This design comes from an exercise in tuning for small area, a short achievable clock period and few clock cycles per item on the open sky130 flow, not from production work. The RTL was checked by simulation tests, not by an equivalence proof against the original design.

<file path="flow/constraint.sdc">
create_clock -name core_clock -period 20.0 [get_ports {clk}]
set_input_delay 4.0000 -clock core_clock [delete_from_list [all_inputs] [get_ports {clk}]]
set_output_delay 4.0000 -clock core_clock [all_outputs]
set_load 0.01 [all_outputs]
</file>
<file path="flow/design.v">
package jpe_pkg;
	localparam int MAX_DEGREE = 32;
	localparam logic [1:0] REG_DEGREE = 2'd0;
	localparam logic [1:0] REG_ALPHA = 2'd1;
	localparam logic [1:0] REG_BETA = 2'd2;
	localparam logic [1:0] REG_SCALE = 2'd3;
endpackage
module jpe_qmul (
	input logic [56:0] a,
	input logic [16:0] b_one,
	input logic [16:0] b_two,
	input logic [16:0] b_neg,
	input logic [64:0] c,
	output logic [89:0] p
);
	localparam logic [89:0] KFIX = 90'h2aaaaaaac00000000000000;
	logic [89:0] row [17];
	logic [89:0] negv;
	always_comb begin
		negv = '0;
		for (int i = 0; i < 16; i++) begin
			logic [57:0] mg;
			mg = b_one[i] ? {1'b0, a} : (b_two[i] ? {a, 1'b0} : 58'd0);
			row[i] = 90'({~b_neg[i], mg ^ {58{b_neg[i]}}}) << (2 * i);
			negv[2*i] = b_neg[i];
		end
		row[16] = (90'(b_one[16] ? a : 57'd0) << 32) | negv;
	end
	always_comb begin
		p = KFIX + 90'(c);
		for (int i = 0; i < 17; i++)
			p = p + row[i];
	end
endmodule
module jpe_booth_digits (
	input logic [31:0] b,
	output logic [16:0] one,
	output logic [16:0] two,
	output logic [16:0] neg
);
	logic [33:0] bx;
	assign bx = {1'b0, b, 1'b0};
	always_comb begin
		for (int i = 0; i < 16; i++) begin
			one[i] = bx[2*i+1] ^ bx[2*i];
			two[i] = (bx[2*i+2] & ~bx[2*i+1] & ~bx[2*i]) | (~bx[2*i+2] & bx[2*i+1] & bx[2*i]);
			neg[i] = bx[2*i+2];
		end
		one[16] = bx[32];
		two[16] = 1'b0;
		neg[16] = 1'b0;
	end
endmodule
module jpe_div_cell (
	input logic [51:0] den,
	input logic [53:0] den3,
	input logic [1:0] nb,
	input logic [51:0] rem_in,
	output logic [51:0] rem_out,
	output logic [1:0] q
);
	logic [53:0] r4;
	logic [54:0] d1, d2, d3;
	logic ge1, ge2, ge3;
	always_comb begin
		r4 = {rem_in, nb};
		d1 = {1'b0, r4} - {3'b0, den};
		d2 = {1'b0, r4} - {2'b0, den, 1'b0};
		d3 = {1'b0, r4} - {1'b0, den3};
		ge1 = ~d1[54];
		ge2 = ~d2[54];
		ge3 = ~d3[54];
		if (ge3) begin
			q = 2'd3;
			rem_out = d3[51:0];
		end else if (ge2) begin
			q = 2'd2;
			rem_out = d2[51:0];
		end else if (ge1) begin
			q = 2'd1;
			rem_out = d1[51:0];
		end else begin
			q = 2'd0;
			rem_out = r4[51:0];
		end
	end
endmodule
module jpe_qdiv (
	input logic clk,
	input logic arst_n,
	input logic start,
	input logic ld,  
	input logic ack,
	input logic [62:0] n_m,
	input logic n_s,
	input logic [51:0] d_m,
	input logic d_s,
	output logic busy,
	output logic done,
	output logic [62:0] q_m,
	output logic q_s,
	output logic q_sat
);
	logic busy_q, big_q, neg_q, zero_q, pn_q, dens_q;
	logic [6:0] p_q, p_d;
	logic [51:0] rem_q, den_q;
	logic [53:0] den3_q;
	logic [63:0] nq_q;
	logic fin;
	logic sk64, sk48, sk32, sk16;
	logic [51:0] rem_c [3];
	logic [1:0] q0, q1;
	logic [51:0] dn;
	logic [63:0] n64;
	assign dn = ld ? d_m : den_q;
	assign n64 = {1'b0, n_m};
	always_comb begin
		sk64 = (n64[63:52] == '0) && (n64[51:0] < dn);
		sk48 = ({4'd0, n64[63:16]} < dn);
		sk32 = ({20'd0, n64[63:32]} < dn);
		sk16 = ({36'd0, n64[63:48]} < dn);
	end
	assign rem_c[0] = rem_q;
	jpe_div_cell u_c0 (
		.den(den_q), .den3(den3_q), .nb(nq_q[63:62] & {2{pn_q}}),
		.rem_in(rem_c[0]), .rem_out(rem_c[1]), .q(q0)
	);
	jpe_div_cell u_c1 (
		.den(den_q), .den3(den3_q), .nb(nq_q[61:60] & {2{pn_q}}),
		.rem_in(rem_c[1]), .rem_out(rem_c[2]), .q(q1)
	);
	assign fin = zero_q | big_q | (p_q == 7'd96);
	assign busy = busy_q;
	assign done = busy_q & fin;
	logic rup;
	always_comb begin
		rup = ({rem_q, 1'b0} >= {1'b0, den_q});
		q_sat = zero_q | big_q | nq_q[63] | ((&nq_q[62:0]) & rup);
		if (zero_q)
			q_m = '0;
		else if (q_sat)
			q_m = '1;
		else
			q_m = nq_q[62:0] + 63'(rup);
		q_s = neg_q;
	end
	always_ff @(posedge clk or negedge arst_n) begin
		if (!arst_n)
			busy_q <= 1'b0;
		else if (start)
			busy_q <= 1'b1;
		else if (ack)
			busy_q <= 1'b0;
	end
	assign p_d = p_q + 7'd4;
	always_ff @(posedge clk) begin
		if (start) begin
			pn_q <= !sk64;
			big_q <= 1'b0;
			if (sk64) begin
				p_q <= 7'd64;
				rem_q <= n64[51:0];
				nq_q <= '0;
			end else if (sk48) begin
				p_q <= 7'd48;
				rem_q <= 52'(n64[63:16]);
				nq_q <= {n64[15:0], 48'd0};
			end else if (sk32) begin
				p_q <= 7'd32;
				rem_q <= 52'(n64[63:32]);
				nq_q <= {n64[31:0], 32'd0};
			end else if (sk16) begin
				p_q <= 7'd16;
				rem_q <= 52'(n64[63:48]);
				nq_q <= {n64[47:0], 16'd0};
			end else begin
				p_q <= '0;
				rem_q <= '0;
				nq_q <= n64;
			end
			if (ld) begin
				den_q <= d_m;
				den3_q <= {2'b0, d_m} + {1'b0, d_m, 1'b0};
				dens_q <= d_s;
				zero_q <= (d_m == '0);
				neg_q <= n_s ^ d_s;
			end else
				neg_q <= n_s ^ dens_q;
		end else if (busy_q && !fin) begin
			p_q <= p_d;
			pn_q <= (p_d < 7'd64);
			rem_q <= rem_c[2];
			nq_q <= {nq_q[59:0], q0, q1};
			big_q <= big_q | (~pn_q & (|nq_q[63:60]));
		end
	end
endmodule
import jpe_pkg::*;
module jacobi_polynomial_eval (
	input logic clk,
	input logic arst_n,
	input logic cfg_we,
	input logic [1:0] cfg_addr,
	input logic [31:0] cfg_data,
	input logic s_tvalid,
	output logic s_tready,
	input logic [31:0] s_tdata,
	output logic m_tvalid,
	input logic m_tready,
	output logic [55:0] m_tdata
);
	typedef enum logic [5:0] {
		S_IDLE, S_AB, S_FA1, S_FA2, S_FB1, S_FB2, S_FB3,
		S_P1BA, S_P1BB, S_M3A, S_INA, S_G1A, S_M5, S_P2AA, S_P2AB, S_SW1,
		S_P1AA, S_P1AB, S_M3B, S_INB, S_G1B, S_DEN, S_P2BA, S_P2BB, S_SW2,
		S_FNAA, S_FNAB, S_OUTA, S_FNBA, S_FNBB, S_OUTB
	} state_t;
	localparam logic [62:0] MAX63 = '1;
	state_t state_q, state_d;
	logic [5:0] degree_q;
	logic [21:0] alpha_q, beta_q;
	logic [31:0] scale_q;
	logic [31:0] xa_q, xb_q;
	logic xa_s, xb_s, pb_q;
	logic [5:0] kp_q, kp_d;
	logic sata_q, satb_q, satpa_q, satpb_q, sata_p, satb_p;
	logic [3:0] satp_q;
	assign sata_p = satpa_q & (|satp_q);
	assign satb_p = satpb_q & (|satp_q);
	logic [47:0] val_q;
	logic ovf_q, mv_q;
	logic t_s, g0_s, ab_s, den_s, ya_s, yb_s, g1a_s, g1b_s, p2a_s, p2b_s;
	logic [3:0] t_xp, g1a_xp, g1b_xp, p2a_xp, p2b_xp;
	logic [62:0] t_m, ya_m, yb_m, g1a_m, g1b_m, p2a_m, p2b_m;
	logic [51:0] g0_m, den_m;
	logic [42:0] ab_m;
	logic [57:0] acc_q;
	logic dv_busy, dv_done, dv_s, dv_sat, acka, ackb;
	logic [62:0] dv_m;
	logic [5:0] nn;
	assign nn = (degree_q > 6'd32) ? 6'd32 : degree_q;
	logic out_free;
	assign out_free = !mv_q || m_tready;
	logic sw1_go, sw2_go;
	assign sw1_go = (kp_q < 6'd3) || dv_done;
	assign sw2_go = (kp_q < 6'd3) || !pb_q || dv_done;
	function automatic state_t next_state(input state_t st, input logic sv,
			input logic of, input logic [5:0] kp, input logic [5:0] n,
			input logic g1, input logic g2, input logic pb);
		next_state = st;
		case (st)
			S_IDLE: if (sv) next_state = S_AB;
			S_AB: next_state = S_FA1;
			S_FA1: next_state = S_FA2;
			S_FA2: next_state = S_FB1;
			S_FB1: next_state = S_FB2;
			S_FB2: next_state = S_FB3;
			S_FB3: next_state = (n < 6'd2) ? S_FNAA : S_M3A;
			S_P1BA: next_state = S_P1BB;
			S_P1BB: next_state = S_M3A;
			S_M3A: next_state = (kp <= n) ? S_INA : S_SW1;
			S_INA: next_state = S_G1A;
			S_G1A: next_state = S_M5;
			S_M5: next_state = S_P2AA;
			S_P2AA: next_state = S_P2AB;
			S_P2AB: next_state = S_SW1;
			S_SW1: if (g1) next_state = (kp <= n) ? S_P1AA : S_FNAA;
			S_P1AA: next_state = S_P1AB;
			S_P1AB: next_state = S_M3B;
			S_M3B: next_state = S_INB;
			S_INB: next_state = S_G1B;
			S_G1B: next_state = S_DEN;
			S_DEN: next_state = S_P2BA;
			S_P2BA: next_state = S_P2BB;
			S_P2BB: next_state = S_SW2;
			S_SW2: if (g2) next_state = (kp > n) ? S_FNBA : S_P1BA;
			S_FNAA: next_state = S_FNAB;
			S_FNAB: next_state = S_OUTA;
			S_OUTA: if (of) next_state = pb ? S_SW2 : S_IDLE;
			S_FNBA: next_state = S_FNBB;
			S_FNBB: next_state = S_OUTB;
			S_OUTB: if (of) next_state = S_IDLE;
			default: next_state = S_IDLE;
		endcase
	endfunction
	state_t ps_d;
	assign state_d = next_state(state_q, s_tvalid, out_free, kp_q, nn, sw1_go, sw2_go, pb_q);
	assign ps_d = next_state(state_q, 1'b1, 1'b1, kp_q, nn, sw1_go, sw2_go, pb_q);
	always_comb begin
		kp_d = kp_q;
		if (state_q == S_IDLE)
			kp_d = 6'd2;
		else if (state_q == S_SW2 && sw2_go)
			kp_d = kp_q + 6'd1;
	end
	logic [24:0] al, be, sig, t2p, t1p, t0p, ksp, kap, kbp, amb, ap1, sp2;
	logic [5:0] ks;
	assign ks = (ps_d == S_SW2) ? kp_q + 6'd1 : kp_d;
	always_comb begin
		al = {{3{alpha_q[21]}}, alpha_q};
		be = {{3{beta_q[21]}}, beta_q};
		sig = al + be;
		t2p = {2'b0, ks, 17'd0} + sig;
		t1p = t2p - 25'h10000;
		t0p = t2p - 25'h20000;
		ksp = {3'b0, ks, 16'd0} + sig;
		kap = {3'b0, ks - 6'd1, 16'd0} + al;
		kbp = {3'b0, ks - 6'd1, 16'd0} + be;
		amb = al - be;
		ap1 = al + 25'h10000;
		sp2 = sig + 25'h20000;
	end
	logic [23:0] ap1_m;
	assign ap1_m = ap1[24] ? 24'(-ap1) : ap1[23:0];
	logic [31:0] xraw;
	logic [34:0] xm1;
	assign xraw = (state_q == S_AB) ? xa_q : xb_q;
	assign xm1 = {xraw[31], xraw, 2'b00} - 35'h1_0000_0000;
	logic [34:0] sa, sa_d, sa_q;
	logic [24:0] sb, sb_d, sb_q;
	always_comb begin
		case (ps_d)
			S_AB: sa = {{10{amb[24]}}, amb};
			S_FA1, S_FB1: sa = xm1;
			S_INA: sa = {{10{kap[24]}}, kap};
			default: sa = {{10{t2p[24]}}, t2p};  
		endcase
		case (ps_d)
			S_AB: sb = sig;
			S_FA1, S_FB1: sb = sp2;
			S_G1A, S_G1B: sb = t1p;
			S_INB: sb = ksp;
			S_INA: sb = kbp;
			S_M5: sb = t2p;
			default: sb = t0p;  
		endcase
		sa_d = sa[34] ? 35'(-sa) : sa;
		sa_d[34] = sa[34];
		sb_d = sb[24] ? 25'(-sb) : sb;
		sb_d[24] = sb[24];
	end
	always_ff @(posedge clk) begin
		sa_q <= sa_d;
		sb_q <= sb_d;
	end
	logic sa_s, sb_s;
	logic [33:0] sa_m;
	logic [23:0] sb_m;
	assign sa_s = sa_q[34];
	assign sa_m = sa_q[33:0];
	assign sb_s = sb_q[24];
	assign sb_m = sb_q[23:0];
	typedef enum int {
		A_SM16, A_SM, A_K2, A_T, A_G1A, A_G1B, A_G0, A_SC, A_N
	} asel_t;
	typedef enum int {
		B_SM, B_HALF, B_XA, B_XB, B_YALO, B_YAHI, B_YBLO, B_YBHI, B_ONE, B_N
	} bsel_t;
	typedef enum int {
		C_15, C_29, C_31, C_ACC, C_N
	} csel_t;
	logic [A_N-1:0] as_d, as_q;
	logic [B_N-1:0] bs_d;
	logic [C_N-1:0] cs_d, cs_q;
	logic first_d;
	assign first_d = (kp_d == 6'd2);
	always_comb begin
		as_d = '0;
		bs_d = '0;
		cs_d = '0;
		case (ps_d)
			S_AB, S_FB3, S_SW1, S_SW2, S_INA: as_d[A_SM16] = 1'b1;
			S_FA1, S_FB1: as_d[A_SM] = 1'b1;
			S_INB: as_d[A_K2] = 1'b1;
			S_FA2, S_FB2, S_M3A, S_M3B, S_M5, S_DEN: as_d[A_T] = 1'b1;
			S_G1A, S_P1AA, S_P1AB: as_d[A_G1A] = 1'b1;
			S_G1B, S_P1BA, S_P1BB: as_d[A_G1B] = 1'b1;
			S_P2AA, S_P2AB, S_P2BA, S_P2BB: as_d[A_G0] = 1'b1;
			S_FNAA, S_FNAB, S_FNBA, S_FNBB: as_d[A_SC] = 1'b1;
			default: ;
		endcase
		case (ps_d)
			S_FA2, S_FB2: bs_d[B_HALF] = 1'b1;
			S_M3A: bs_d[B_XA] = 1'b1;
			S_M3B: bs_d[B_XB] = 1'b1;
			S_P2AA: bs_d[B_YALO] = !first_d;
			S_P2AB: begin
				bs_d[B_YAHI] = !first_d;
				bs_d[B_ONE] = first_d;
			end
			S_P2BA: bs_d[B_YBLO] = !first_d;
			S_P2BB: begin
				bs_d[B_YBHI] = !first_d;
				bs_d[B_ONE] = first_d;
			end
			S_P1AA, S_FNAA: bs_d[B_YALO] = 1'b1;
			S_P1AB, S_FNAB: bs_d[B_YAHI] = 1'b1;
			S_P1BA, S_FNBA: bs_d[B_YBLO] = 1'b1;
			S_P1BB, S_FNBB: bs_d[B_YBHI] = 1'b1;
			default: bs_d[B_SM] = 1'b1;
		endcase
		case (ps_d)
			S_P2AA, S_P2BA, S_P1AA, S_P1BA, S_FNAA, S_FNBA: cs_d[C_31] = 1'b1;
			S_P2AB, S_P2BB, S_P1AB, S_P1BB, S_FNAB, S_FNBB: cs_d[C_ACC] = 1'b1;
			S_M3A, S_M3B: cs_d[C_29] = 1'b1;
			default: cs_d[C_15] = 1'b1;
		endcase
	end
	always_ff @(posedge clk) begin
		as_q <= as_d;
		cs_q <= cs_d;
	end
	logic [62:0] yan_m, ybn_m;
	logic yan_s, ybn_s;
	assign yan_m = acka ? dv_m : ya_m;
	assign yan_s = acka ? dv_s : ya_s;
	assign ybn_m = ackb ? dv_m : yb_m;
	assign ybn_s = ackb ? dv_s : yb_s;
	logic [31:0] mb_d;
	logic mbs_d, mbs_q;
	logic [16:0] bo_d, bt_d, bn_d, bo_q, bt_q, bn_q;
	always_comb begin
		mb_d = ({32{bs_d[B_SM]}} & 32'(sb_d[23:0]))
			| ({32{bs_d[B_HALF]}} & 32'h8000)
			| ({32{bs_d[B_XA]}} & xa_q)
			| ({32{bs_d[B_XB]}} & xb_q)
			| ({32{bs_d[B_YALO]}} & yan_m[31:0])
			| ({32{bs_d[B_YAHI]}} & {1'b0, yan_m[62:32]})
			| ({32{bs_d[B_YBLO]}} & ybn_m[31:0])
			| ({32{bs_d[B_YBHI]}} & {1'b0, ybn_m[62:32]})
			| ({32{bs_d[B_ONE]}} & 32'd1);
		mbs_d = (bs_d[B_SM] & sb_d[24]) | (bs_d[B_XA] & xa_s) | (bs_d[B_XB] & xb_s)
			| ((bs_d[B_YALO] | bs_d[B_YAHI]) & yan_s)
			| ((bs_d[B_YBLO] | bs_d[B_YBHI]) & ybn_s);
	end
	jpe_booth_digits u_bd (.b(mb_d), .one(bo_d), .two(bt_d), .neg(bn_d));
	always_ff @(posedge clk) begin
		bo_q <= bo_d;
		bt_q <= bt_d;
		bn_q <= bn_d;
		mbs_q <= mbs_d;
	end
	logic [56:0] ma;
	logic [64:0] mc;
	logic m_as, m_bs;
	logic [89:0] mp;
	always_comb begin
		ma = ({57{as_q[A_SM16]}} & 57'({sa_m[23:0], 16'd0}))
			| ({57{as_q[A_SM]}} & 57'(sa_m))
			| ({57{as_q[A_K2]}} & 57'({kp_q, 33'd0}))
			| ({57{as_q[A_T]}} & t_m[56:0])
			| ({57{as_q[A_G1A]}} & g1a_m[56:0])
			| ({57{as_q[A_G1B]}} & g1b_m[56:0])
			| ({57{as_q[A_G0]}} & 57'({g0_m, 1'b0}))
			| ({57{as_q[A_SC]}} & 57'({scale_q, 8'd0}));
		m_as = ((as_q[A_SM16] | as_q[A_SM]) & sa_s) | (as_q[A_T] & t_s)
			| (as_q[A_G1A] & g1a_s) | (as_q[A_G1B] & g1b_s) | (as_q[A_G0] & ~g0_s);
		m_bs = mbs_q;
		mc = ({65{cs_q[C_15]}} & 65'h8000)
			| ({65{cs_q[C_29]}} & 65'h2000_0000)
			| ({65{cs_q[C_31]}} & 65'h8000_0000)
			| ({65{cs_q[C_ACC]}} & 65'(acc_q));
	end
	jpe_qmul u_mul (.a(ma), .b_one(bo_q), .b_two(bt_q), .b_neg(bn_q), .c(mc), .p(mp));
	logic r_s;
	logic [3:0] r_sp;
	logic [62:0] r_m;
	always_comb begin
		r_s = m_as ^ m_bs;
		if (cs_q[C_15])
			r_m = mp[78:16];
		else if (cs_q[C_29])
			r_m = 63'(mp[89:30]);
		else
			r_m = mp[62:0];
	end
	logic [62:0] t_e, g1a_e, g1b_e, p2a_e, p2b_e;
	assign r_sp = cs_q[C_ACC] ? {|mp[89:81], |mp[80:75], |mp[74:69], |mp[68:63]} : 4'd0;
	assign t_e = (|t_xp) ? MAX63 : t_m;
	assign g1a_e = (|g1a_xp) ? MAX63 : g1a_m;
	assign g1b_e = (|g1b_xp) ? MAX63 : g1b_m;
	assign p2a_e = (|p2a_xp) ? MAX63 : p2a_m;
	assign p2b_e = (|p2b_xp) ? MAX63 : p2b_m;
	logic ax_s, ay_s, z_s, z_sat;
	logic [62:0] ax_m, ay_m, z_m;
	logic [63:0] zsum;
	always_comb begin
		case (state_q)
			S_FB1, S_FB3: begin ax_m = 63'({ap1_m, 16'd0}); ax_s = ap1[24]; end
			S_M3A: begin ax_m = g1b_e; ax_s = g1b_s; end
			S_M3B: begin ax_m = g1a_e; ax_s = g1a_s; end
			default: begin ax_m = t_m; ax_s = t_s; end  
		endcase
		case (state_q)
			S_INA, S_INB: begin ay_m = 63'(ab_m); ay_s = ab_s; end
			S_M3A: begin ay_m = p2b_e; ay_s = p2b_s; end
			S_M3B: begin ay_m = p2a_e; ay_s = p2a_s; end
			default: begin ay_m = t_m; ay_s = t_s; end  
		endcase
		z_sat = 1'b0;
		if (ax_s == ay_s) begin
			zsum = {1'b0, ax_m} + {1'b0, ay_m};
			z_s = ax_s;
			z_sat = zsum[63];
			z_m = z_sat ? MAX63 : zsum[62:0];
		end else begin
			zsum = {1'b0, ax_m} - {1'b0, ay_m};
			if (zsum[63]) begin
				z_m = 63'(-zsum);
				z_s = ay_s;
			end else begin
				z_m = zsum[62:0];
				z_s = ax_s;
			end
		end
	end
	logic dv_start, dv_ld, dv_ack;
	assign acka = (state_q == S_SW1) && (kp_q >= 6'd3) && dv_done;
	assign ackb = (state_q == S_SW2) && (kp_q >= 6'd3) && pb_q && dv_done;
	assign dv_ack = acka || ackb;
	assign dv_ld = (state_q == S_SW2) && sw2_go && (kp_q <= nn);
	assign dv_start = dv_ld || (acka && pb_q);
	logic [62:0] num_m;
	logic num_s;
	assign num_m = (state_q == S_SW1) ? p2b_m : p2a_m;
	assign num_s = (state_q == S_SW1) ? p2b_s : p2a_s;
	jpe_qdiv u_div (
		.clk(clk), .arst_n(arst_n),
		.start(dv_start), .ld(dv_ld), .ack(dv_ack),
		.n_m(num_m), .n_s(num_s), .d_m(den_m), .d_s(den_s),
		.busy(dv_busy), .done(dv_done),
		.q_m(dv_m), .q_s(dv_s), .q_sat(dv_sat)
	);
	logic [47:0] fin_v;
	logic fin_sat;
	always_comb begin
		fin_sat = 1'b0;
		if (!t_s && (|t_e[62:47])) begin
			fin_v = 48'h7FFF_FFFF_FFFF;
			fin_sat = 1'b1;
		end else if (t_s && ((|t_e[62:48]) || (t_e[47] && (|t_e[46:0])))) begin
			fin_v = 48'h8000_0000_0000;
			fin_sat = 1'b1;
		end else begin
			fin_v = t_s ? 48'(-t_e[47:0]) : t_e[47:0];
		end
	end
	always_ff @(posedge clk or negedge arst_n) begin
		if (!arst_n) begin
			degree_q <= '0;
			alpha_q <= '0;
			beta_q <= '0;
			scale_q <= 32'd16777216;
		end else if (cfg_we) begin
			case (cfg_addr)
				REG_DEGREE: degree_q <= cfg_data[5:0];
				REG_ALPHA: alpha_q <= cfg_data[21:0];
				REG_BETA: beta_q <= cfg_data[21:0];
				REG_SCALE: scale_q <= cfg_data;
				default: ;
			endcase
		end
	end
	assign s_tready = (state_q == S_IDLE) || (state_q == S_AB);
	assign m_tvalid = mv_q;
	assign m_tdata = {7'd0, ovf_q, val_q};
	always_ff @(posedge clk or negedge arst_n) begin
		if (!arst_n) begin
			state_q <= S_IDLE;
			kp_q <= 6'd2;
			pb_q <= 1'b0;
			mv_q <= 1'b0;
		end else begin
			state_q <= state_d;
			kp_q <= kp_d;
			if (state_q == S_AB)
				pb_q <= s_tvalid;
			if ((state_q == S_OUTA || state_q == S_OUTB) && out_free)
				mv_q <= 1'b1;
			else if (mv_q && m_tready)
				mv_q <= 1'b0;
		end
	end
	always_ff @(posedge clk) begin
		if (state_q == S_IDLE)
			xa_q <= s_tdata;
		if (state_q == S_AB)
			xb_q <= s_tdata;
		if (state_q == S_FA1) begin
			xa_q <= xa_q[31] ? 32'(-xa_q) : xa_q;
			xa_s <= xa_q[31];
		end
		if (state_q == S_FB1) begin
			xb_q <= xb_q[31] ? 32'(-xb_q) : xb_q;
			xb_s <= xb_q[31];
		end
		if (state_q == S_AB) begin
			ab_m <= r_m[42:0];
			ab_s <= r_s;
		end
		case (state_q)
			S_FA1, S_FA2, S_FB1, S_FB2, S_FB3, S_M3A, S_INA, S_SW1, S_M3B, S_INB,
			S_SW2, S_FNAB, S_FNBB: begin
				t_m <= r_m;
				t_s <= r_s;
				t_xp <= r_sp;
			end
			default: ;
		endcase
		if (state_q == S_FB1) begin
			ya_m <= (nn == 6'd0) ? 63'h1_0000_0000 : z_m;
			ya_s <= (nn == 6'd0) ? 1'b0 : z_s;
		end
		if (state_q == S_FB3) begin
			yb_m <= (nn == 6'd0) ? 63'h1_0000_0000 : z_m;
			yb_s <= (nn == 6'd0) ? 1'b0 : z_s;
		end
		if (acka) begin
			ya_m <= dv_m;
			ya_s <= dv_s;
		end
		if (ackb) begin
			yb_m <= dv_m;
			yb_s <= dv_s;
		end
		case (state_q)
			S_INA: begin g1a_m <= z_m; g1a_s <= z_s; g1a_xp <= 4'd0; end
			S_G1A, S_P1AB: begin g1a_m <= r_m; g1a_s <= r_s; g1a_xp <= r_sp; end
			default: ;
		endcase
		case (state_q)
			S_INB: begin g1b_m <= z_m; g1b_s <= z_s; g1b_xp <= 4'd0; end
			S_G1B, S_P1BB: begin g1b_m <= r_m; g1b_s <= r_s; g1b_xp <= r_sp; end
			default: ;
		endcase
		if (state_q == S_P2AB) begin
			p2a_m <= r_m;
			p2a_s <= r_s;
			p2a_xp <= r_sp;
		end else if (state_q == S_M3B) begin
			p2a_m <= z_m;
			p2a_s <= z_s;
			p2a_xp <= 4'd0;
		end
		if (state_q == S_P2BB) begin
			p2b_m <= r_m;
			p2b_s <= r_s;
			p2b_xp <= r_sp;
		end else if (state_q == S_M3A && kp_q >= 6'd3) begin
			p2b_m <= z_m;
			p2b_s <= z_s;
			p2b_xp <= 4'd0;
		end
		if (state_q == S_DEN) begin
			den_m <= r_m[51:0];
			den_s <= r_s;
		end
		if (state_q == S_M5) begin
			g0_m <= r_m[51:0];
			g0_s <= r_s;
		end
		acc_q <= mp[89:32];
		satp_q <= r_sp;
		satpa_q <= (state_q == S_P2AB || state_q == S_P1AB || state_q == S_FNAB);
		satpb_q <= (state_q == S_P2BB || state_q == S_P1BB || state_q == S_FNBB);
		if (state_q == S_IDLE)
			sata_q <= 1'b0;
		else
			sata_q <= sata_q | sata_p | (state_q == S_M3B && z_sat) | (acka && dv_sat);
		if (state_q == S_IDLE)
			satb_q <= 1'b0;
		else
			satb_q <= satb_q | satb_p | (state_q == S_M3A && kp_q >= 6'd3 && z_sat)
				| (ackb && dv_sat);
		if ((state_q == S_OUTA || state_q == S_OUTB) && out_free) begin
			val_q <= fin_v;
			ovf_q <= ((state_q == S_OUTA) ? (sata_q | sata_p) : (satb_q | satb_p)) | fin_sat;
		end
	end
endmodule
</file>
<file path="flow/flow/run.sh">
#!/bin/bash
set -euo pipefail
bash standard.sh SETUP_SLACK_MARGIN=11 finish > flow_standard.log 2>&1
</file>
<file path="flow/standard.sh">
#!/bin/bash
# synth_recipe.tcl (not shown) runs the flow's synth.tcl, then flattens the netlist and writes it again
# the make line also repeats each setting of config.mk as NAME=value (left out here)
make -C /OpenROAD-flow-scripts/flow DESIGN_CONFIG=/design/flow/config.mk WORK_HOME=/design/flow/orfs CLKGATE_MAP_FILE= SYNTH_SCRIPT=/design/flow/synth_recipe.tcl "${@:-finish}"
</file>
<file path="flow/config.mk">
export PLATFORM = sky130hd
export DESIGN_NAME = jacobi_polynomial_eval
export DESIGN_NICKNAME = jacobi_polynomial_eval
export VERILOG_FILES = /design/flow/design.v
export SDC_FILE = /design/flow/constraint.sdc
export NUM_CORES = 4
export LEC_CHECK = 0
export CAP_MARGIN = 40
export CORE_MARGIN = 2
export CORE_UTILIZATION = 40
export SLEW_MARGIN = 40
</file>
==> results.py, run 1 <==
metrics = {
    "flow_run": {
        "max-cap-violations": 0,
    },
    "die": {
        "io_pins": 129,
        "die_height_um": 610,
        "die_area_mm2": 0.372,
        "core_area_mm2": 0.365,
        "rows": 222,
        "start_util": 0.402,
        "die_w_um": 610,
    },
    "timing": {
        "tightestPinTransition_ns": 1.02,
        "finalSetupTns_ns": 0,
        "clock_skew_ns": 0.109,
        "finalHoldViolCount": 0,
        "fin_crit_sh": 0.476,
        "finalSetupViolations": 0,
        "period_needed_ns": 9.52,
        "rsz0062_at_grt": "true",
        "timing.fmax_mhz": 105,
        "max_slew_margin": 0.313,
        "slew_viol_final": 0,
        "fin_ws_ns": 10.48,
    },
    "clock_network": {
        "cts_tree": "built",
        "cts_buffers": 157,
        "clkLatencyLatePin_ns": 0.92,
        "hold_buffers": 0,
        "htreeDepth": 4,
        "root_buffer": "clkbuf_16",
        "cts_sinks": 1224,
        "clk_pin_slew_ns": 0.06,
        "clock_path_buffers": 4,
    },
    "setup_path": {
        "crit_buf_inv": 8,
        "crit_path_start_kind": "flip-flop",
        "slowest_stage": "a222oi_1",
        "path_class": "reg -> reg",
        "cp_max_fo": 7,
        "arrival_ns": 10.04,
        "crit_top_cell": "fa_1",
        "max_stage_delay_ns": 0.76,
        "path_delay_family": "compound AO/OA/AOI/OAI gates",
        "crit_required_ns": 20.53,
        "endpoint_kind": "flip-flop",
    },
    "place": {
        "place_inst": 21200,
        "gp_congestion": 1.06,
        "hpwl_mm": 528,
        "port_buffers": 121,
        "place_ws_ns": 8.79,
        "place_area_mm2": 0.155,
    },
    "logic_synthesis": {
        "yosysSeqAreaShare": 0.236,
        "synth_area_mm2": 0.147,
        "synth_cell_type_count": 118,
        "synthCells": 16900,
        "synth_top_cell_by_area": "edfxtp_1",
        "synth.top_cells.by_area": "edfxtp_1, fa_1, ha_1",
        "synth_warnings": 8,
        "synth_top_flop_cell": "edfxtp_1",
        "async_reset_ff_frac": 0.0792,
        "ys_ff_latch": 1224,
        "synth_area_per_cell_um2": 8.66,
        "synth_edf_count": 964,
        "yosys.area.top_type_share": 0.197,
    },
    "detailed_routing": {
        "first_pass_iters": 11,
        "avgViaCountPerCell": 6.56,
        "via_count": 143000,
        "post_drt_wl_per_cell_um": 33.3,
        "ant_nets": 0,
        "routed_wl_mm": 729,
        "remaining_drc_errors": 0,
        "drt_iter0_markers": 22600,
    },
    "grt": {
        "grt-ovfl-total": 0,
        "antenna_found_initial": 85,
        "grt_pass1_vias": 132000,
        "grt_first_pass_wirelength_mm": 1010,
        "track_usage": 0.374,
        "grt_max_degree": 160,
    },
    "status": {
        "status": "complete, no violations",
    },
    "layout": {
        "fillers": 35000,
        "multiInputGateArea_mm2": 0.108,
        "regArea_mm2": 0.0348,
        "fin_cells": 21900,
        "final_cell_area_mm2": 0.170,
        "drive_gt1_frac": 0.128,
        "nNetsFinal": 18900,
        "area_growth_pct": 15.6,
    },
    "min_path": {
        "hold_class": "reg -> reg",
    },
}
==> state kept, by name, summed over array words and instances, names as in the netlist, 43 cells and up <==
register / flops
p2a_m: 63
u_div.den_q: 52
ya_m: 63
p2b_m: 63
g1b_m: 63
u_div.rem_q: 52
u_div.den3_q: 54
ab_m: 43
val_q: 48
g0_m: 52
acc_q: 58
u_div.nq_q: 64
g1a_m: 63
den_m: 52
yb_m: 63
t_m: 63
==> cells in the final DEF, fill, tap and decap left out, drive strengths merged, types with 895 or more instances in the layout <==
cell,instances
a21oi,1112
a22oi,1077
edfxtp,964
fa,895
ha,1002
inv,1363
nand2,1333
nor2,1052
o21ai,1080
xnor2,1169
==> what timing repair did <==
action | CTS | global route
endpoints found under the setup margin | 695 | 626
setup buffers | 199 | 117
pin swaps | 176 | 217
gates cloned | 37 | 8
gates resized for setup | 679 | 604
==> per-stage QoR <==
| step | hold slack [ns] | utilization |
|---|---|---|
| after global placement | 0.452 | 0.422 |
| final | 0.466 | 0.464 |
| after global routing | 0.483 | 0.464 |
| after detailed placement | 0.441 | 0.424 |
| after CTS | 0.468 | 0.453 |
| after floorplan | 0.426 | - |
==> cells in the mapped netlist, drive strengths merged (48+ instances only) <==
cell    number
and2       165
a21o       392
a31oi      126
xnor2     1169
a222oi      48
o22ai      123
o21a       127
inv       1379
a22o        68
mux2       107
or4         63
clkbuf     985
and3        89
a211oi     118
nor4        66
nor2      1051
ha        1002
xor2       565
fa         895
nor2b      144
o211ai      99
or3        112
o31ai       91
a221oi      72
nand4      151
nand2b     169
or2         56
dfxtp      163
o21bai     127
mux2i      281
a221o       54
a22oi     1077
nand2     1333
a21oi     1112
buf        168
dfrtp       95
edfxtp     964
o21ai     1080
nand3      268
nor3       258
==> final timing paths <==
kind	start	to	slack, ns	depth (start not counted)
max in group asynchronous	arst_n	scale_q[27]	15.71	2
hold / removal	den_s	u_div.dens_q	0.47	0
hold reg to reg	den_s	u_div.dens_q	0.47	0
setup reg to reg	as_q[3]	p2b_m[47]	10.48	33
setup / recovery	as_q[3]	p2b_m[47]	10.48	33
min in group asynchronous	arst_n	mv_q	3.14	1
==> metal layers <==
metal / vias to the layer above / routed length, um / track usage
met5: - / 1010 / 0.000258
met4: 54 / 50500 / 0.212
met3: 2114 / 114000 / 0.157
met2: 10500 / 282000 / 0.502
met1: 70300 / 282000 / 0.499
li1: 60400 / - / -
==> cells by family after synthesis <==
family	share of synthesized area
other	0.0000256
muxes	0.0274
buffers and inverters	0.0656
DFF	0.236
and+or+nand+nor	0.128
xor gates and xnor gates	0.104
AOI/OAI and AO/OA	0.231
adders and majority gates	0.208
==> layout make-up <==
class | count | share of cell area
flip-flops and latches | 1224 | 0.205
clock buffers | 208 | 0.0251
diodes | 34 | 0.000501
well taps | 4816 | 0.0355
clock inverters | 63 | 0.00360
inverters | 1392 | 0.0315
repair buffers | 951 | 0.0603
multi-input cells | 13200 | 0.639
Testbench counts, summed over its fixed seeds: cycles 51,072, items 576.
==> run 2: changes to the inputs <==
--- a/flow/design.v
+++ b/flow/design.v
@@ -224,13 +224,11 @@
 	logic xa_s, xb_s, pb_q;
 	logic [5:0] kp_q, kp_d;
 	logic sata_q, satb_q, satpa_q, satpb_q, sata_p, satb_p;
-	logic [3:0] satp_q;
-	assign sata_p = satpa_q & (|satp_q);
-	assign satb_p = satpb_q & (|satp_q);
+	logic hsat;
 	logic [47:0] val_q;
 	logic ovf_q, mv_q;
 	logic t_s, g0_s, ab_s, den_s, ya_s, yb_s, g1a_s, g1b_s, p2a_s, p2b_s;
-	logic [3:0] t_xp, g1a_xp, g1b_xp, p2a_xp, p2b_xp;
+	logic t_x, g1a_x, g1b_x, p2a_x, p2b_x;
 	logic [62:0] t_m, ya_m, yb_m, g1a_m, g1b_m, p2a_m, p2b_m;
 	logic [51:0] g0_m, den_m;
 	logic [42:0] ab_m;
@@ -463,7 +461,6 @@
 	end
 	jpe_qmul u_mul (.a(ma), .b_one(bo_q), .b_two(bt_q), .b_neg(bn_q), .c(mc), .p(mp));
 	logic r_s;
-	logic [3:0] r_sp;
 	logic [62:0] r_m;
 	always_comb begin
 		r_s = m_as ^ m_bs;
@@ -475,12 +472,38 @@
 			r_m = mp[62:0];
 	end
 	logic [62:0] t_e, g1a_e, g1b_e, p2a_e, p2b_e;
-	assign r_sp = cs_q[C_ACC] ? {|mp[89:81], |mp[80:75], |mp[74:69], |mp[68:63]} : 4'd0;
-	assign t_e = (|t_xp) ? MAX63 : t_m;
-	assign g1a_e = (|g1a_xp) ? MAX63 : g1a_m;
-	assign g1b_e = (|g1b_xp) ? MAX63 : g1b_m;
-	assign p2a_e = (|p2a_xp) ? MAX63 : p2a_m;
-	assign p2b_e = (|p2b_xp) ? MAX63 : p2b_m;
+	logic [26:0] hi_q;
+	logic hv_q;
+	logic tg_t, tg_g1a, tg_g1b, tg_p2a, tg_p2b;
+	always_ff @(posedge clk) begin
+		hi_q <= mp[89:63];
+		hv_q <= cs_q[C_ACC];
+		tg_t <= (state_q == S_FNAB || state_q == S_FNBB);
+		tg_g1a <= (state_q == S_P1AB);
+		tg_g1b <= (state_q == S_P1BB);
+		tg_p2a <= (state_q == S_P2AB);
+		tg_p2b <= (state_q == S_P2BB);
+	end
+	assign hsat = hv_q & (|hi_q);
+	assign sata_p = satpa_q & hsat;
+	assign satb_p = satpb_q & hsat;
+	assign t_e = (tg_t ? hsat : t_x) ? MAX63 : t_m;
+	assign g1a_e = (tg_g1a ? hsat : g1a_x) ? MAX63 : g1a_m;
+	assign g1b_e = (tg_g1b ? hsat : g1b_x) ? MAX63 : g1b_m;
+	assign p2a_e = (tg_p2a ? hsat : p2a_x) ? MAX63 : p2a_m;
+	assign p2b_e = (tg_p2b ? hsat : p2b_x) ? MAX63 : p2b_m;
+	logic t_we, g1a_we, g1b_we, p2a_we, p2b_we;
+	always_comb begin
+		case (state_q)
+			S_FA1, S_FA2, S_FB1, S_FB2, S_FB3, S_M3A, S_INA, S_SW1, S_M3B, S_INB,
+			S_SW2, S_FNAB, S_FNBB: t_we = 1'b1;
+			default: t_we = 1'b0;
+		endcase
+		g1a_we = (state_q == S_INA || state_q == S_G1A || state_q == S_P1AB);
+		g1b_we = (state_q == S_INB || state_q == S_G1B || state_q == S_P1BB);
+		p2a_we = (state_q == S_P2AB || state_q == S_M3B);
+		p2b_we = (state_q == S_P2BB || (state_q == S_M3A && kp_q >= 6'd3));
+	end
 	logic ax_s, ay_s, z_s, z_sat;
 	logic [62:0] ax_m, ay_m, z_m;
 	logic [63:0] zsum;
@@ -603,7 +626,6 @@
 			S_SW2, S_FNAB, S_FNBB: begin
 				t_m <= r_m;
 				t_s <= r_s;
-				t_xp <= r_sp;
 			end
 			default: ;
 		endcase
@@ -624,32 +646,28 @@
 			yb_s <= dv_s;
 		end
 		case (state_q)
-			S_INA: begin g1a_m <= z_m; g1a_s <= z_s; g1a_xp <= 4'd0; end
-			S_G1A, S_P1AB: begin g1a_m <= r_m; g1a_s <= r_s; g1a_xp <= r_sp; end
+			S_INA: begin g1a_m <= z_m; g1a_s <= z_s; end
+			S_G1A, S_P1AB: begin g1a_m <= r_m; g1a_s <= r_s; end
 			default: ;
 		endcase
 		case (state_q)
-			S_INB: begin g1b_m <= z_m; g1b_s <= z_s; g1b_xp <= 4'd0; end
-			S_G1B, S_P1BB: begin g1b_m <= r_m; g1b_s <= r_s; g1b_xp <= r_sp; end
+			S_INB: begin g1b_m <= z_m; g1b_s <= z_s; end
+			S_G1B, S_P1BB: begin g1b_m <= r_m; g1b_s <= r_s; end
 			default: ;
 		endcase
 		if (state_q == S_P2AB) begin
 			p2a_m <= r_m;
 			p2a_s <= r_s;
-			p2a_xp <= r_sp;
 		end else if (state_q == S_M3B) begin
 			p2a_m <= z_m;
 			p2a_s <= z_s;
-			p2a_xp <= 4'd0;
 		end
 		if (state_q == S_P2BB) begin
 			p2b_m <= r_m;
 			p2b_s <= r_s;
-			p2b_xp <= r_sp;
 		end else if (state_q == S_M3A && kp_q >= 6'd3) begin
 			p2b_m <= z_m;
 			p2b_s <= z_s;
-			p2b_xp <= 4'd0;
 		end
 		if (state_q == S_DEN) begin
 			den_m <= r_m[51:0];
@@ -660,7 +678,16 @@
 			g0_s <= r_s;
 		end
 		acc_q <= mp[89:32];
-		satp_q <= r_sp;
+		if (tg_t) t_x <= hsat;
+		else if (t_we) t_x <= 1'b0;
+		if (tg_g1a) g1a_x <= hsat;
+		else if (g1a_we) g1a_x <= 1'b0;
+		if (tg_g1b) g1b_x <= hsat;
+		else if (g1b_we) g1b_x <= 1'b0;
+		if (tg_p2a) p2a_x <= hsat;
+		else if (p2a_we) p2a_x <= 1'b0;
+		if (tg_p2b) p2b_x <= hsat;
+		else if (p2b_we) p2b_x <= 1'b0;
 		satpa_q <= (state_q == S_P2AB || state_q == S_P1AB || state_q == S_FNAB);
 		satpb_q <= (state_q == S_P2BB || state_q == S_P1BB || state_q == S_FNBB);
 		if (state_q == S_IDLE)
==> results.py, run 2 <==
metrics = {
    "min_path": {
        "holdPathStages": 0,
        "min_to": "u_div.dens_q",
        "hold_class": "reg -> reg",
        "hp-start": "den_s",
    },
    "layout": {
        "regMostFlops": "u_div.nq_q",
        "largest_reg_flops": 64,
        "mostFrequentLayoutCells": "inv_1, xnor2_1, nand2_1",
        "fillers": 35400,
        "area_growth_pct": 13.5,
        "nNetsFinal": 18600,
        "final_common_cell": "inv_1",
        "drive_gt1_frac": 0.117,
        "final_cell_area_mm2": 0.167,
    },
    "grt": {
        "antenna_found_initial": 68,
        "grt_pass1_vias": 133000,
        "grt-ovfl-total": 0,
        "grt_first_pass_wirelength_mm": 1000,
        "grt_max_degree": 101,
        "track_usage": 0.373,
    },
    "clock_network": {
        "cts_tree": "built",
        "root_buffer": "clkbuf_16",
        "clk_pin_slew_ns": 0.06,
        "htreeDepth": 4,
        "clkLatencyLatePin_ns": 0.90,
        "clock_path_buffers": 4,
        "cts_buffers": 156,
        "cts_sinks": 1211,
    },
    "setup_path": {
        "max_stage_delay_ns": 0.91,
        "crit_top_cell": "fa_1",
        "arrival_ns": 10.11,
        "path_class": "reg -> reg",
        "crit_path_start_kind": "flip-flop",
        "path_delay_family": "adder cells",
        "crit_buf_inv": 7,
        "crit_required_ns": 20.71,
        "endpoint_kind": "flip-flop",
        "reg2reg_depth": 34,
        "r2r_slack_ns": 10.60,
        "r2r_start": "t_m[23]",
        "slowest_stage": "edfxtp_1",
        "crit_start": "t_m[23]",
        "cp_max_fo": 33,
        "reg2reg_to": "p2b_m[52]",
    },
    "timing": {
        "max_slew_margin": 0.284,
        "whs_ns": 0.470,
        "slew_viol_final": 0,
        "finalSetupTns_ns": 0,
        "finalHoldViolCount": 0,
        "timing.fmax_mhz": 106,
        "tightestPinTransition_ns": 1.06,
        "finalSetupViolations": 0,
        "clock_skew_ns": 0.0555,
        "period_needed_ns": 9.40,
        "rsz0062_at_grt": "true",
        "fin_crit_sh": 0.470,
    },
    "detailed_routing": {
        "post_drt_wl_per_cell_um": 33.5,
        "drt_iter0_markers": 21200,
        "first_pass_iters": 10,
        "routed_wl_mm": 725,
        "avgViaCountPerCell": 6.55,
        "via_count": 142000,
        "ant_nets": 0,
        "remaining_drc_errors": 0,
    },
    "logic_synthesis": {
        "synth_area_mm2": 0.147,
        "yosys-top-cells-count": "inv_1, xnor2_1, nand2_1",
        "synth_top_flop_cell": "edfxtp_1",
        "synth_edf_count": 949,
        "async_reset_ff_frac": 0.0801,
        "synth_top_cell_by_area": "edfxtp_1",
        "synthCells": 16800,
        "synth.top_cells.by_area": "edfxtp_1, fa_1, ha_1",
        "synth_area_per_cell_um2": 8.75,
        "synth_cell_type_count": 131,
        "synth_warnings": 8,
        "ys_ff_latch": 1211,
        "yosys.area.top_type_share": 0.194,
        "yosysSeqAreaShare": 0.233,
        "synth_most_common_cell": "inv_1",
    },
    "place": {
        "port_buffers": 121,
        "hpwl_mm": 537,
        "gp_congestion": 1.03,
        "place_area_mm2": 0.155,
    },
    "die": {
        "start_util": 0.402,
        "io_pins": 129,
        "rows": 222,
        "die_area_mm2": 0.372,
        "die_w_um": 610,
        "core_area_mm2": 0.365,
        "die_height_um": 610,
    },
    "status": {
        "status": "complete, no violations",
    },
    "flow_run": {
        "max-cap-violations": 0,
    },
}
-- run 2: worst max path at each step --
stage                      endpoint  slack, ns  cells after the start
floorplan                 g1a_m[57]      11.39                     34
global placement    u_div.rem_q[23]       8.18                     39
detailed placement  u_div.rem_q[11]       8.20                     39
CTS                       g1b_m[50]      10.88                     34
global route              g1a_m[52]      10.47                     37
finish                    p2b_m[52]      10.60                     34
-- run 2: timing repair --
action | in CTS | in global routing
gates cloned | 8 | 10
pin swaps | 73 | 95
buffers inserted | 92 | 152
endpoints found under the setup margin | 769 | 624
resized for setup | 405 | 463
hold buffers | 0 | 0
-- run 2: stage by stage --
| stage | std cells | setup WS [ns] | util |
|---|---|---|---|
| final | 21700 | 10.60 | 0.456 |
| after global routing | 21600 | 10.47 | 0.456 |
| after CTS | 21400 | 10.88 | 0.445 |
| after detailed placement | 21100 | 8.20 | 0.424 |
| after global placement | 21000 | 8.18 | 0.422 |
| after floorplan | 16800 | 11.39 | - |
-- run 2: metal layers --
metal / part of all wire / wire length (um) / vias to the layer above / global-route usage
met2: 0.41 / 298000 / 9998 / 0.540
met3: 0.13 / 95700 / 2284 / 0.118
met1: 0.37 / 270000 / 69700 / 0.474
met5: 0.00060 / 438 / - / 0.000129
li1: - / - / 59900 / -
met4: 0.083 / 60300 / 38 / 0.246
-- run 2: final cells by class --
cell class              count  area, um^2  share of cell area
multi-input cells       13000      107000               0.644
flip-flops and latches   1211       34300               0.206
repair buffers            857        8700              0.0523
well taps                4816        6030              0.0362
inverters                1411        5350              0.0321
clock buffers             212        4360              0.0262
clock inverters            60         469             0.00282
diodes                     50         125            0.000751
-- run 2: cells by family after synthesis --
logic type	count (synthesis)	share of synthesized area
DFF	1211	0.233
and+or+nand+nor	3680	0.120
other	1	0.0000256
AOI/OAI and AO/OA	5238	0.236
adders and majority gates	1902	0.208
xor gates and xnor gates	1729	0.103
buffers and inverters	2535	0.0654
muxes	473	0.0340
Testbench counts of run 2, summed over its fixed seeds: cycles 51,072, items 576.
==> run 3: changes to the inputs <==
--- a/flow/design.v
+++ b/flow/design.v
@@ -107,7 +107,7 @@
 	logic [53:0] den3_q;
 	logic [63:0] nq_q;
 	logic fin;
-	logic sk64, sk48, sk32, sk16;
+	logic sk64, sk60, sk56, sk48;
 	logic [51:0] rem_c [3];
 	logic [1:0] q0, q1;
 	logic [51:0] dn;
@@ -116,9 +116,9 @@
 	assign n64 = {1'b0, n_m};
 	always_comb begin
 		sk64 = (n64[63:52] == '0) && (n64[51:0] < dn);
+		sk60 = (n64[63:56] == '0) && (n64[55:4] < dn);
+		sk56 = (n64[63:60] == '0) && (n64[59:8] < dn);
 		sk48 = ({4'd0, n64[63:16]} < dn);
-		sk32 = ({20'd0, n64[63:32]} < dn);
-		sk16 = ({36'd0, n64[63:48]} < dn);
 	end
 	assign rem_c[0] = rem_q;
 	jpe_div_cell u_c0 (
@@ -161,18 +161,18 @@
 				p_q <= 7'd64;
 				rem_q <= n64[51:0];
 				nq_q <= '0;
+			end else if (sk60) begin
+				p_q <= 7'd60;
+				rem_q <= n64[55:4];
+				nq_q <= {n64[3:0], 60'd0};
+			end else if (sk56) begin
+				p_q <= 7'd56;
+				rem_q <= n64[59:8];
+				nq_q <= {n64[7:0], 56'd0};
 			end else if (sk48) begin
 				p_q <= 7'd48;
 				rem_q <= 52'(n64[63:16]);
 				nq_q <= {n64[15:0], 48'd0};
-			end else if (sk32) begin
-				p_q <= 7'd32;
-				rem_q <= 52'(n64[63:32]);
-				nq_q <= {n64[31:0], 32'd0};
-			end else if (sk16) begin
-				p_q <= 7'd16;
-				rem_q <= 52'(n64[63:48]);
-				nq_q <= {n64[47:0], 16'd0};
 			end else begin
 				p_q <= '0;
 				rem_q <= '0;
@@ -268,7 +268,7 @@
 			S_M3B: next_state = S_INB;
 			S_INB: next_state = S_G1B;
 			S_G1B: next_state = S_DEN;
-			S_DEN: next_state = S_P2BA;
+			S_DEN: next_state = (kp == 6'd2) ? S_SW2 : S_P2BA;
 			S_P2BA: next_state = S_P2BB;
 			S_P2BB: next_state = S_SW2;
 			S_SW2: if (g2) next_state = (kp > n) ? S_FNBA : S_P1BA;
@@ -502,7 +502,8 @@
 		g1a_we = (state_q == S_INA || state_q == S_G1A || state_q == S_P1AB);
 		g1b_we = (state_q == S_INB || state_q == S_G1B || state_q == S_P1BB);
 		p2a_we = (state_q == S_P2AB || state_q == S_M3B);
-		p2b_we = (state_q == S_P2BB || (state_q == S_M3A && kp_q >= 6'd3));
+		p2b_we = (state_q == S_P2BB || (state_q == S_M3A && kp_q >= 6'd3)
+			|| (state_q == S_M3B && kp_q == 6'd2));
 	end
 	logic ax_s, ay_s, z_s, z_sat;
 	logic [62:0] ax_m, ay_m, z_m;
@@ -665,6 +666,9 @@
 		if (state_q == S_P2BB) begin
 			p2b_m <= r_m;
 			p2b_s <= r_s;
+		end else if (state_q == S_M3B && kp_q == 6'd2) begin
+			p2b_m <= p2a_m;
+			p2b_s <= p2a_s;
 		end else if (state_q == S_M3A && kp_q >= 6'd3) begin
 			p2b_m <= z_m;
 			p2b_s <= z_s;
==> results.py, run 3 <==
metrics = {
    "detailed_routing": {
        "first_pass_iters": 14,
        "remaining_drc_errors": 0,
        "via_count": 146000,
        "drt_iter0_markers": 22700,
        "routed_wl_mm": 741,
        "post_drt_wl_per_cell_um": 33.4,
        "avgViaCountPerCell": 6.57,
        "ant_nets": 0,
    },
    "place": {
        "place_ws_ns": 8.08,
        "hpwl_mm": 537,
        "place_area_mm2": 0.157,
        "port_buffers": 121,
        "gp_congestion": 1.08,
    },
    "flow_run": {
        "max-cap-violations": 0,
    },
    "clock_network": {
        "root_buffer": "clkbuf_16",
        "clock_path_buffers": 4,
        "cts_tree": "built",
        "htreeDepth": 4,
        "cts_buffers": 152,
        "cts_sinks": 1211,
        "clk_pin_slew_ns": 0.06,
        "clkLatencyLatePin_ns": 0.91,
    },
    "logic_synthesis": {
        "synth_top_cell_by_area": "edfxtp_1",
        "synth.top_cells.by_area": "edfxtp_1, fa_1, ha_1",
        "synth_edf_count": 949,
        "synth_most_common_cell": "inv_1",
        "yosys-top-cells-count": "inv_1, xnor2_1, nand2_1",
        "synth_top_flop_cell": "edfxtp_1",
        "synth_area_per_cell_um2": 8.68,
        "async_reset_ff_frac": 0.0801,
        "synthCells": 17100,
        "synth_cell_type_count": 114,
        "yosysSeqAreaShare": 0.230,
        "synth_warnings": 8,
        "yosys.area.top_type_share": 0.192,
        "ys_ff_latch": 1211,
        "synth_area_mm2": 0.149,
    },
    "grt": {
        "grt-ovfl-total": 0,
        "grt_pass1_vias": 136000,
        "grt_max_degree": 94,
        "grt_first_pass_wirelength_mm": 1030,
        "antenna_found_initial": 74,
        "track_usage": 0.379,
    },
    "setup_path": {
        "crit_path_start_kind": "flip-flop",
        "cp_max_fo": 33,
        "max_stage_delay_ns": 0.59,
        "arrival_ns": 10.35,
        "reg2reg_depth": 32,
        "slowest_stage": "edfxtp_1",
        "endpoint_kind": "flip-flop",
        "crit_top_cell": "fa_1",
        "crit_required_ns": 20.63,
        "path_class": "reg -> reg",
    },
    "die": {
        "die_height_um": 614,
        "core_area_mm2": 0.369,
        "start_util": 0.402,
        "die_area_mm2": 0.376,
        "die_w_um": 614,
        "io_pins": 129,
        "rows": 223,
    },
    "timing": {
        "finalSetupViolations": 0,
        "tightestPinTransition_ns": 1.09,
        "rsz0062_at_grt": "true",
        "slew_viol_final": 0,
        "finalSetupTns_ns": 0,
        "fin_ws_ns": 10.27,
        "clock_skew_ns": 0.112,
        "max_slew_margin": 0.267,
        "finalHoldViolCount": 0,
        "timing.fmax_mhz": 103,
        "period_needed_ns": 9.73,
        "whs_ns": 0.460,
        "fin_crit_sh": 0.486,
    },
    "layout": {
        "area_growth_pct": 14.8,
        "final_common_cell": "inv_1",
        "fillers": 35700,
        "final_cell_area_mm2": 0.171,
        "drive_gt1_frac": 0.122,
        "mostFrequentLayoutCells": "inv_1, xnor2_1, nand2_1",
        "largest_reg_flops": 64,
        "nNetsFinal": 19100,
        "regMostFlops": "u_div.nq_q",
    },
    "status": {
        "status": "complete, no violations",
    },
    "min_path": {
        "holdPathStages": 0,
        "hold_class": "reg -> reg",
    },
}
-- run 3: path summary, 6_finish.rpt --
path                           endpoint    start  slack [ns]
max                           p2a_m[59]  t_m[27]       10.27
min                        u_div.dens_q    den_s        0.46
max reg2reg                   p2a_m[59]  t_m[27]       10.27
min reg2reg                u_div.dens_q    den_s        0.46
max in group asynchronous   scale_q[24]   arst_n       15.79
min in group asynchronous          mv_q   arst_n        3.11
-- run 3: logic make-up (layout without fill, tap and decap cells) --
family | Yosys count | count (layout) | share of synthesized area
flip-flops | 1211 | 1211 | 0.230
other | 1 | 64 | 0.0000252
buffers and inverters | 2593 | 2652 | 0.0660
adder cells (fa/ha/maj) | 1961 | 1961 | 0.210
AO/OA/AOI/OAI | 5376 | 5376 | 0.238
multiplexers | 435 | 435 | 0.0304
XOR/XNOR | 1744 | 1744 | 0.103
AND/OR/NAND/NOR | 3805 | 3811 | 0.122
-- run 3: through the flow --
step	utilization	std cells
final	0.462	22200
after global routing	0.461	22200
after CTS	0.450	22000
after detailed placement	0.425	21500
after global placement	0.423	21500
after floorplan	-	17100
-- run 3: worst max-delay path: cells and delay by family, from the launching register on --
family	cells	cell delay, ns
adder cells (fa/ha/maj)	7	3.18
multiplexers	1	0.12
AO/OA/AOI/OAI	14	4.21
flip-flops	1	0.59
buffers and inverters	4	0.41
AND/OR/NAND/NOR	4	0.55
XOR/XNOR	2	0.32
-- run 3: layout make-up --
cell class / instances / area, um^2 / area share
Tap cell: 4950 / 6190 / 0.0363
Clock inverter: 74 / 638 / 0.00374
Clock buffer: 194 / 4170 / 0.0244
Inverter: 1443 / 5520 / 0.0323
Multi-Input combinational cell: 13300 / 110000 / 0.644
Timing Repair Buffer: 941 / 9670 / 0.0567
Antenna cell: 56 / 140 / 0.000822
Sequential cell: 1211 / 34300 / 0.201
-- run 3: what timing repair did --
| action | in CTS | in global routing |
|---|---|---|
| hold buffers | 0 | 0 |
| buffers inserted | 142 | 160 |
| gates cloned | 19 | 9 |
| pin swaps | 124 | 193 |
| gates resized for setup | 546 | 553 |
| setup endpoints to repair | 727 | 644 |
-- run 3: per-layer routing --
layer,share of wire,global-route usage
met5,0.0013,0.0138
met4,0.090,0.277
met3,0.14,0.137
met2,0.41,0.539
met1,0.36,0.467
Testbench counts of run 3, summed over its fixed seeds: cycles 47,602, items 576.
==> run 4: changes to the inputs <==
--- a/flow/config.mk
+++ b/flow/config.mk
@@ -7,5 +7,5 @@
 export LEC_CHECK = 0
 export CAP_MARGIN = 40
 export CORE_MARGIN = 2
-export CORE_UTILIZATION = 40
+export CORE_UTILIZATION = 45
 export SLEW_MARGIN = 40
==> results.py, run 4 <==
metrics = {
    "detailed_routing": {
        "avgViaCountPerCell": 6.76,
        "routed_wl_mm": 742,
        "first_pass_iters": 13,
        "remaining_drc_errors": 0,
        "post_drt_wl_per_cell_um": 34.4,
        "drt_iter0_markers": 22600,
        "via_count": 146000,
        "ant_nets": 0,
    },
    "layout": {
        "largest_reg_flops": 64,
        "drive_gt1_frac": 0.122,
        "fin_cells": 21600,
        "regMostFlops": "u_div.nq_q",
        "final_common_cell": "inv_1",
        "area_growth_pct": 14.2,
        "fillers": 30900,
        "nNetsFinal": 19100,
        "mostFrequentLayoutCells": "inv_1, xnor2_1, nand2_1",
    },
    "place": {
        "port_buffers": 121,
        "gp_congestion": 1.11,
        "hpwl_mm": 545,
        "place_ws_ns": 8.26,
        "place_inst": 21000,
    },
    "grt": {
        "grt-ovfl-total": 0,
        "grt_pass1_vias": 137000,
        "grt_first_pass_wirelength_mm": 1030,
        "antenna_found_initial": 78,
        "track_usage": 0.429,
        "grt_max_degree": 89,
    },
    "logic_synthesis": {
        "yosysSeqAreaShare": 0.230,
        "synth_area_per_cell_um2": 8.68,
        "synth_top_cell_by_area": "edfxtp_1",
        "yosys.area.top_type_share": 0.192,
        "ys_ff_latch": 1211,
        "synth_warnings": 8,
        "synth_most_common_cell": "inv_1",
        "yosys-top-cells-count": "inv_1, xnor2_1, nand2_1",
        "async_reset_ff_frac": 0.0801,
        "synth_area_mm2": 0.149,
        "synthCells": 17100,
        "synth_cell_type_count": 114,
        "synth.top_cells.by_area": "edfxtp_1, fa_1, ha_1",
        "synth_edf_count": 949,
        "synth_top_flop_cell": "edfxtp_1",
    },
    "timing": {
        "finalSetupTns_ns": 0,
        "tightestPinTransition_ns": 1.06,
        "fin_ws_ns": 10.32,
        "finalSetupViolations": 0,
        "whs_ns": 0.453,
        "slew_viol_final": 0,
        "period_needed_ns": 9.68,
        "max_slew_margin": 0.289,
        "fin_crit_sh": 0.484,
        "timing.fmax_mhz": 103,
        "finalHoldViolCount": 0,
        "rsz0062_at_grt": "true",
        "clock_skew_ns": 0.0931,
    },
    "clock_network": {
        "cts_buffers": 154,
        "cts_tree": "built",
        "root_buffer": "clkbuf_16",
        "cts_sinks": 1211,
        "hold_buffers": 0,
        "clock_path_buffers": 4,
        "clkLatencyLatePin_ns": 0.90,
        "htreeDepth": 4,
        "clk_pin_slew_ns": 0.07,
    },
    "setup_path": {
        "crit_buf_inv": 7,
        "path_delay_family": "compound AO/OA/AOI/OAI gates",
        "crit_top_cell": "fa_2",
        "endpoint_kind": "flip-flop",
        "path_class": "reg -> reg",
        "arrival_ns": 10.25,
        "cp_max_fo": 33,
        "slowest_stage": "fa_2",
        "crit_path_start_kind": "flip-flop",
        "crit_required_ns": 20.57,
        "max_stage_delay_ns": 0.60,
    },
    "die": {
        "io_pins": 129,
        "start_util": 0.451,
        "die_w_um": 579,
        "die_area_mm2": 0.335,
        "core_area_mm2": 0.329,
        "rows": 211,
        "die_height_um": 579,
    },
    "status": {
        "status": "complete, no violations",
    },
    "min_path": {
        "hold_class": "reg -> reg",
    },
    "flow_run": {
        "max-cap-violations": 0,
    },
}
## run 4: layer usage
layer	vias up	wire (um)	track usage
met5	-	985	0.00596
met4	58	66800	0.315
met3	2667	105000	0.158
met2	10700	303000	0.612
met1	71200	267000	0.528
li1	61200	-	-
## run 4: area by class of cell
class	instances	area, um^2	share of cell area
Clock buffer	195	4240	0.0250
Tap cell	4366	5460	0.0322
Timing Repair Buffer	924	9540	0.0562
Clock inverter	71	681	0.00401
Multi-Input combinational cell	13300	110000	0.647
Inverter	1443	5490	0.0323
Antenna cell	34	85.1	0.000501
Sequential cell	1211	34300	0.202
## run 4: kinds of logic after synthesis
family | after synthesis | synth area share
AOI/OAI and AO/OA | 5376 | 0.238
and+or+nand+nor | 3805 | 0.122
xor gates and xnor gates | 1744 | 0.103
other | 1 | 0.0000252
adders and majority gates | 1961 | 0.210
DFF | 1211 | 0.230
buffers and inverters | 2593 | 0.0660
muxes | 435 | 0.0304
## run 4: timing repair
item,in CTS,in global routing
cloned,24,4
setup endpoints to repair,785,660
buffers inserted,121,165
resized for setup,547,518
pin swaps,99,175
## run 4: worst reg2reg max path, delay by kind of cell (launching register included)
family                   cells  cell delay [ns]
buffers and inverters        7             1.12
XOR/XNOR                     2             0.40
flip-flops                   1             0.42
multiplexers                 2             0.26
AO/OA/AOI/OAI               12             3.45
AND/OR/NAND/NOR              4             0.53
adder cells (fa/ha/maj)      7             3.19
## run 4: through the flow
stage               cell area (um^2)   util
global placement              155000  0.472
floorplan                     149000      -
finish                        170000  0.515
global route                  170000  0.515
CTS                           166000  0.503
detailed placement            156000  0.474
## run 4: worst paths after layout
check                           startpoint            to  slack, ns  depth (start not counted)
worst min register to register       den_s  u_div.dens_q       0.45                          0
max in group asynchronous           arst_n   scale_q[19]      15.85                          3
worst max-delay path               as_q[3]     g1a_m[43]      10.32                         34
worst max register to register     as_q[3]     g1a_m[43]      10.32                         34
worst min-delay path                 den_s  u_div.dens_q       0.45                          0
min in group asynchronous           arst_n   alpha_q[15]       3.07                          1

[re-timing with driven ports]
In the flow no input, the clock included, has a driving cell. The finished layouts below were timed again as built, in two steps. Step 1 (the two cells are an assumption about what drives the block):
set clk [get_ports {clk}]
set_driving_cell -lib_cell sky130_fd_sc_hd__clkbuf_16 $clk
set_driving_cell -lib_cell sky130_fd_sc_hd__buf_2 [delete_from_list [all_inputs] $clk]
Step 2 moves the port delays by t, midway between the first and last clock arrival at a register: inputs arrive t later, outputs are due t later. That takes back most of the time a late clock gives input paths. Three values: ideal ports, drivers, drivers and shift; two values: the first two.
run | shift t [ns] | setup slack, ns | hold WS [ns] | worst setup path after step 2 | cell pins on the clock port's net
run 1 | 0.958 | 10.484 / 10.484 / 10.484 | 0.466 / 0.466 / 0.466 | register to register | 1
run 2 | 0.977 | 10.604 / 10.604 / 10.604 | 0.470 / 0.470 / 0.470 | register to register | 1
run 3 | 0.960 | 10.272 / 10.272 / 10.272 | 0.460 / 0.460 / 0.460 | register to register | 1
run 4 | 0.956 | 10.323 / 10.323 / 10.323 | 0.453 / 0.453 / 0.453 | register to register | 1
After both steps every run listed still meets setup and hold.
